From an optimization exercise on the open Yosys and OpenROAD flow, aimed at small area and a short achievable clock period; shortcuts taken in it are not production practice. The RTL was checked by simulation tests, not by an equivalence proof against the original design.

## JK
## pe_pipelined
module pe_pipelined #(
    parameter int unsigned W_DEPTH = 4,
    parameter int unsigned PIPE    = 2,
    localparam int unsigned ADDR_W = (W_DEPTH > 1) ? $clog2(W_DEPTH) : 1
) (
    input  logic              clk,
    input  logic              reset,
    input  logic              load_cfg,
    input  logic [2:0]        load_op,
    input  logic              load_wen,
    input  logic [ADDR_W-1:0] load_addr,
    input  logic [31:0]       load_data,
    input  logic              in_valid,
    output logic              in_ready,
    input  logic [31:0]       a,
    input  logic [31:0]       b,
    input  logic [31:0]       c,
    output logic              out_valid,
    input  logic              out_ready,
    output logic [31:0]       out_data,
    output logic              busy
);
Size in the first run: roughly 270 flip-flops, roughly 170 I/O pins, ~43000 µm² of cells after synthesis.
export LEC_CHECK = 0
export ABC_AREA = 1
export CAP_MARGIN = 20
export CORE_MARGIN = 2
export CORE_UTILIZATION = 50
export CTS_BUF_LIST = sky130_fd_sc_hd__clkbuf_8
export SLEW_MARGIN = 20
export SYNTH_HIERARCHICAL = 1
create_clock -name core_clock -period 30.0 [get_ports {clk}]
standard.sh (not shown) runs the stock make flow with config.mk's settings and CLKGATE_MAP_FILE= SYNTH_SCRIPT=/design/flow/synth_recipe.tcl, a recipe that flattens the netlist after the stock synthesis.
==> flow/flow/run.sh <==
#!/bin/bash
set -euo pipefail
export SETUP_SLACK_MARGIN=16.75
export TNS_END_PERCENT=5
export BUFFER_PORTS_ARGS="-buffer_cell sky130_fd_sc_hd__buf_1"
bash standard.sh > standard_make.log 2>&1
--- input diff JK..MS ---
Settings: CTS_BUF_LIST no longer set, was sky130_fd_sc_hd__clkbuf_8; CORE_UTILIZATION now 56, was 50.
==> flow/flow/run.sh <==
#!/bin/bash
set -euo pipefail
export SETUP_SLACK_MARGIN=16.5
export TNS_END_PERCENT=5
export BUFFER_PORTS_ARGS="-buffer_cell sky130_fd_sc_hd__buf_2"
bash standard.sh > standard_make.log 2>&1
Results
MS went all the way through the flow, and no timing, DRC or antenna check failed.
Per the comparison of MS with JK, number of cells on the critical path -about 18%; well-tap cell count now sits lower; time the final worst path needs with I/O delays and setup +0.29 ns.
In MS the clock skew turned out 0.0034 ns lower than in JK.
Diff JK -> MS: fmax went down by about 2.2%, instance area after placement ~0 delta.
Wire: MS routes less than JK
Worst setup slack ends up lower on MS.
Edits applied to the flow inputs when going from MS to AL:
Settings: CTS_BUF_LIST: unset -> sky130_fd_sc_hd__clkbuf_8; CORE_UTILIZATION: 56 -> 50.
==> flow/flow/run.sh <==
#!/bin/bash
set -euo pipefail
export SETUP_SLACK_MARGIN=18.25
export TNS_END_PERCENT=5
export BUFFER_PORTS_ARGS="-buffer_cell sky130_fd_sc_hd__buf_1"
bash standard.sh > standard_make.log 2>&1
## What came out
- The flow did not stop early for AL: all stages ran, and the layout cleared the timing, DRC and antenna checks.
- Relative to MS, the standard-cell row count measured on AL has increased by a few percent.
- Compared AL vs MS, and final critical-path setup slack is up in AL.
- Higher wire length was reported by AL, not MS.
The following lists how TR was set up differently from AL:
Settings: CTS_BUF_LIST no longer set, was sky130_fd_sc_hd__clkbuf_8.
==> flow/flow/run.sh <==
#!/bin/bash
set -euo pipefail
export SETUP_SLACK_MARGIN=16.5
export TNS_END_PERCENT=5
export BUFFER_PORTS_ARGS="-buffer_cell sky130_fd_sc_hd__buf_2"
bash standard.sh > standard_make.log 2>&1
--- outcome ---
The non-clock buffer count in TR is 0.60 times that in AL.
Compared with AL, TR shows a via count that is 4.2% lower.
Compared to AL, TR has wire length after detailed routing about 6% lower.
The following lists how PW was set up differently from TR:
Settings: setting CTS_BUF_LIST to sky130_fd_sc_hd__clkbuf_4 for the first time.
==> flow/flow/run.sh <==
#!/bin/bash
set -euo pipefail
export SETUP_SLACK_MARGIN=16.5
export TNS_END_PERCENT=5
export BUFFER_PORTS_ARGS="-buffer_cell sky130_fd_sc_hd__buf_1"
bash standard.sh > standard_make.log 2>&1
Results
The register share of the cell area on TR is in line with that on PW.
Summary — final estimated routing congestion in global placement, PW relative to TR: lower, by 0.022.
On final critical path time including I/O delays and setup, TR and PW are neck and neck.

---

## run A
pe_pipelined again, from the RTL that the note above started with.
## pe_pipelined
module pe_pipelined #(
    parameter int unsigned W_DEPTH = 4,
    parameter int unsigned PIPE    = 2,
    localparam int unsigned ADDR_W = (W_DEPTH > 1) ? $clog2(W_DEPTH) : 1
) (
    input  logic              clk,
    input  logic              reset,
    input  logic              load_cfg,
    input  logic [2:0]        load_op,
    input  logic              load_wen,
    input  logic [ADDR_W-1:0] load_addr,
    input  logic [31:0]       load_data,
    input  logic              in_valid,
    output logic              in_ready,
    input  logic [31:0]       a,
    input  logic [31:0]       b,
    input  logic [31:0]       c,
    output logic              out_valid,
    input  logic              out_ready,
    output logic [31:0]       out_data,
    output logic              busy
);
==> flow/config.mk <==
export PLATFORM = sky130hd
export DESIGN_NAME = pe_pipelined
export DESIGN_NICKNAME = pe_pipelined
export VERILOG_FILES = /design/flow/design.v
export SDC_FILE = /design/flow/constraint.sdc
export NUM_CORES = 4
export LEC_CHECK = 0
export ABC_AREA = 1
export CAP_MARGIN = 10
export CORE_MARGIN = 2
export CORE_UTILIZATION = 50
export CTS_BUF_LIST = sky130_fd_sc_hd__clkbuf_8
export SLEW_MARGIN = 10
export SYNTH_HIERARCHICAL = 1
==> flow/constraint.sdc <==
create_clock -name core_clock -period 30.0 [get_ports {clk}]
set_input_delay 6.0000 -clock core_clock [delete_from_list [all_inputs] [get_ports {clk}]]
set_output_delay 6.0000 -clock core_clock [all_outputs]
set_load 0.01 [all_outputs]
==> flow/flow/run.sh <==
#!/bin/bash
set -euo pipefail
export SETUP_SLACK_MARGIN=16.5
export TNS_END_PERCENT=5
export BUFFER_PORTS_ARGS="-buffer_cell sky130_fd_sc_hd__buf_1"
bash standard.sh > standard_make.log 2>&1
Run A finished every stage and its layout cleared the timing, DRC and antenna checks.
diff inputs: run A => run B
Settings: CAP_MARGIN changed from 10 to 20; SLEW_MARGIN changed from 10 to 20.
### Flow results
- Run B closes out successfully: all stages finished, all timing, DRC and antenna checks passed.
- Register share of the cell area essentially unchanged between run A and run B.
- Run B ends up with a final cell utilization of the core that is 0.20 points higher than in run A.
- Comparing run B and run A, wire length is higher on run B.
The following lists how run C was set up differently from run B:
--- a/flow/flow/run.sh
+++ b/flow/flow/run.sh
@@ -2,3 +2,3 @@
 set -euo pipefail
-export SETUP_SLACK_MARGIN=16.5
+export SETUP_SLACK_MARGIN=17.75
 export TNS_END_PERCENT=5
Results
- Run C vs. run B: insertion delay to the later sink of the worst-skew pair fell by 0.02 ns; number of non-clock inverters in the layout grew by 2.5%; initial detailed-routing violation count moved up; fraction of area in registers decreased by 1.5 points relative to the old numbers.
- On global-route usage, the higher figure sits with run C, not run B.
- Changes observed in run C relative to run B: worst setup slack went up by 0.62 ns, final instance area +about 10%.
- Between run C and run B, it is run C whose total area of multi-input combinational cells is higher, by 1900 µm².

---

## the previous run
Starting RTL as in the previous note.
==> flow/config.mk <==
export PLATFORM = sky130hd
export DESIGN_NAME = pe_pipelined
export DESIGN_NICKNAME = pe_pipelined
export VERILOG_FILES = /design/flow/design.v
export SDC_FILE = /design/flow/constraint.sdc
export NUM_CORES = 4
export LEC_CHECK = 0
export ABC_AREA = 1
export CAP_MARGIN = 20
export CORE_MARGIN = 2
export CORE_UTILIZATION = 50
export CTS_BUF_LIST = sky130_fd_sc_hd__clkbuf_8
export CTS_CLUSTER_SIZE = 24
export SLEW_MARGIN = 20
export SYNTH_HIERARCHICAL = 1
==> flow/constraint.sdc <==
create_clock -name core_clock -period 30.0 [get_ports {clk}]
set_input_delay 6.0000 -clock core_clock [delete_from_list [all_inputs] [get_ports {clk}]]
set_output_delay 6.0000 -clock core_clock [all_outputs]
set_load 0.01 [all_outputs]
==> flow/flow/run.sh <==
#!/bin/bash
set -euo pipefail
export SETUP_SLACK_MARGIN=16.5
export TNS_END_PERCENT=5
export BUFFER_PORTS_ARGS="-buffer_cell sky130_fd_sc_hd__buf_1"
bash standard.sh > standard_make.log 2>&1
The previous run did not stop at any stage, and its layout met the timing, DRC and antenna checks.
Inputs modified between the previous run and the current run:
# the previous run
export LEC_CHECK = 0
export ABC_AREA = 1
export CAP_MARGIN = 20
export CORE_MARGIN = 2
export CORE_UTILIZATION = 50
export CTS_BUF_LIST = sky130_fd_sc_hd__clkbuf_8
export CTS_CLUSTER_SIZE = 24
export SLEW_MARGIN = 20
export SYNTH_HIERARCHICAL = 1
create_clock -name core_clock -period 30.0 [get_ports {clk}]
# the current run
export LEC_CHECK = 0
export ABC_AREA = 1
export CAP_MARGIN = 20
export CORE_MARGIN = 2
export CORE_UTILIZATION = 50
export CTS_BUF_LIST = sky130_fd_sc_hd__clkbuf_8
export SLEW_MARGIN = 20
export SYNTH_HIERARCHICAL = 1
create_clock -name core_clock -period 30.0 [get_ports {clk}]
==> flow/flow/run.sh <==
#!/bin/bash
set -euo pipefail
export SETUP_SLACK_MARGIN=17.25
export TNS_END_PERCENT=5
export BUFFER_PORTS_ARGS="-buffer_cell sky130_fd_sc_hd__buf_1"
bash standard.sh > standard_make.log 2>&1
Findings:
The current run completed end to end with timing, DRC and antenna clean. Against the previous run, logic depth of the worst register-to-register path in the current run rose by a few percent. Compared with the previous run, the current run shows number of cells in the finished layout apart from fillers that has gone up slightly. The current run against the previous run: final critical-path required period has decreased, worst path setup slack after routing has increased, final routed wirelength across all metal layers has increased, count of TritonRoute iterations in the first routing pass has remained practically unchanged. Taking the previous run as the reference, in the current run maximum fanout encountered on the critical timing path has decreased, count of sequential standard cells essentially unchanged. On global-route wire length before repair, the current run does worse than the previous run.

## separate check: timing with driven ports
The results above use ideal ports. As a check the final layouts listed here were re-extracted and re-timed, cells and wires unchanged.
Step 1 sets driving cells, clkbuf_16 on the clock port and buf_2 on the other inputs (assumed; they add their load-dependent delay and slew).
Step 2 also shifts input and output timing later by t, the mid clock arrival at the registers, as if the neighbouring blocks saw the same clock.
Slacks: ideal ports / drivers / drivers and shift; pairs: ideal ports / drivers.
| run | t (ns) | slack for setup (ns) | worst data-port slew with drivers (ns) |
|---|---|---|---|
| JK | 0.653 | 17.101 / 17.101 / 17.101 | 0.11 |
| MS | 0.626 | 16.816 / 16.816 / 16.816 | 0.11 |
| AL | 0.637 | 17.447 / 17.465 / 16.827 | 0.12 |
| TR | 0.629 | 16.865 / 16.865 / 16.865 | 0.10 |
| PW | 0.834 | 16.866 / 16.866 / 16.866 | 0.10 |
| run A | 0.641 | 16.873 / 16.873 / 16.873 | 0.11 |
| run B | 0.656 | 16.917 / 16.917 / 16.917 | 0.10 |
| run C | 0.640 | 17.540 / 17.520 / 16.950 | 0.12 |
| the previous run | 0.656 | 16.917 / 16.917 / 16.917 | 0.10 |
| the current run | 0.651 | 17.358 / 17.335 / 17.335 | 0.10 |
After both steps setup and hold are still met in every run listed. The setup slack of AL, which loses most, moves by +0.018 ns with the drivers and by -0.620 ns with both steps.
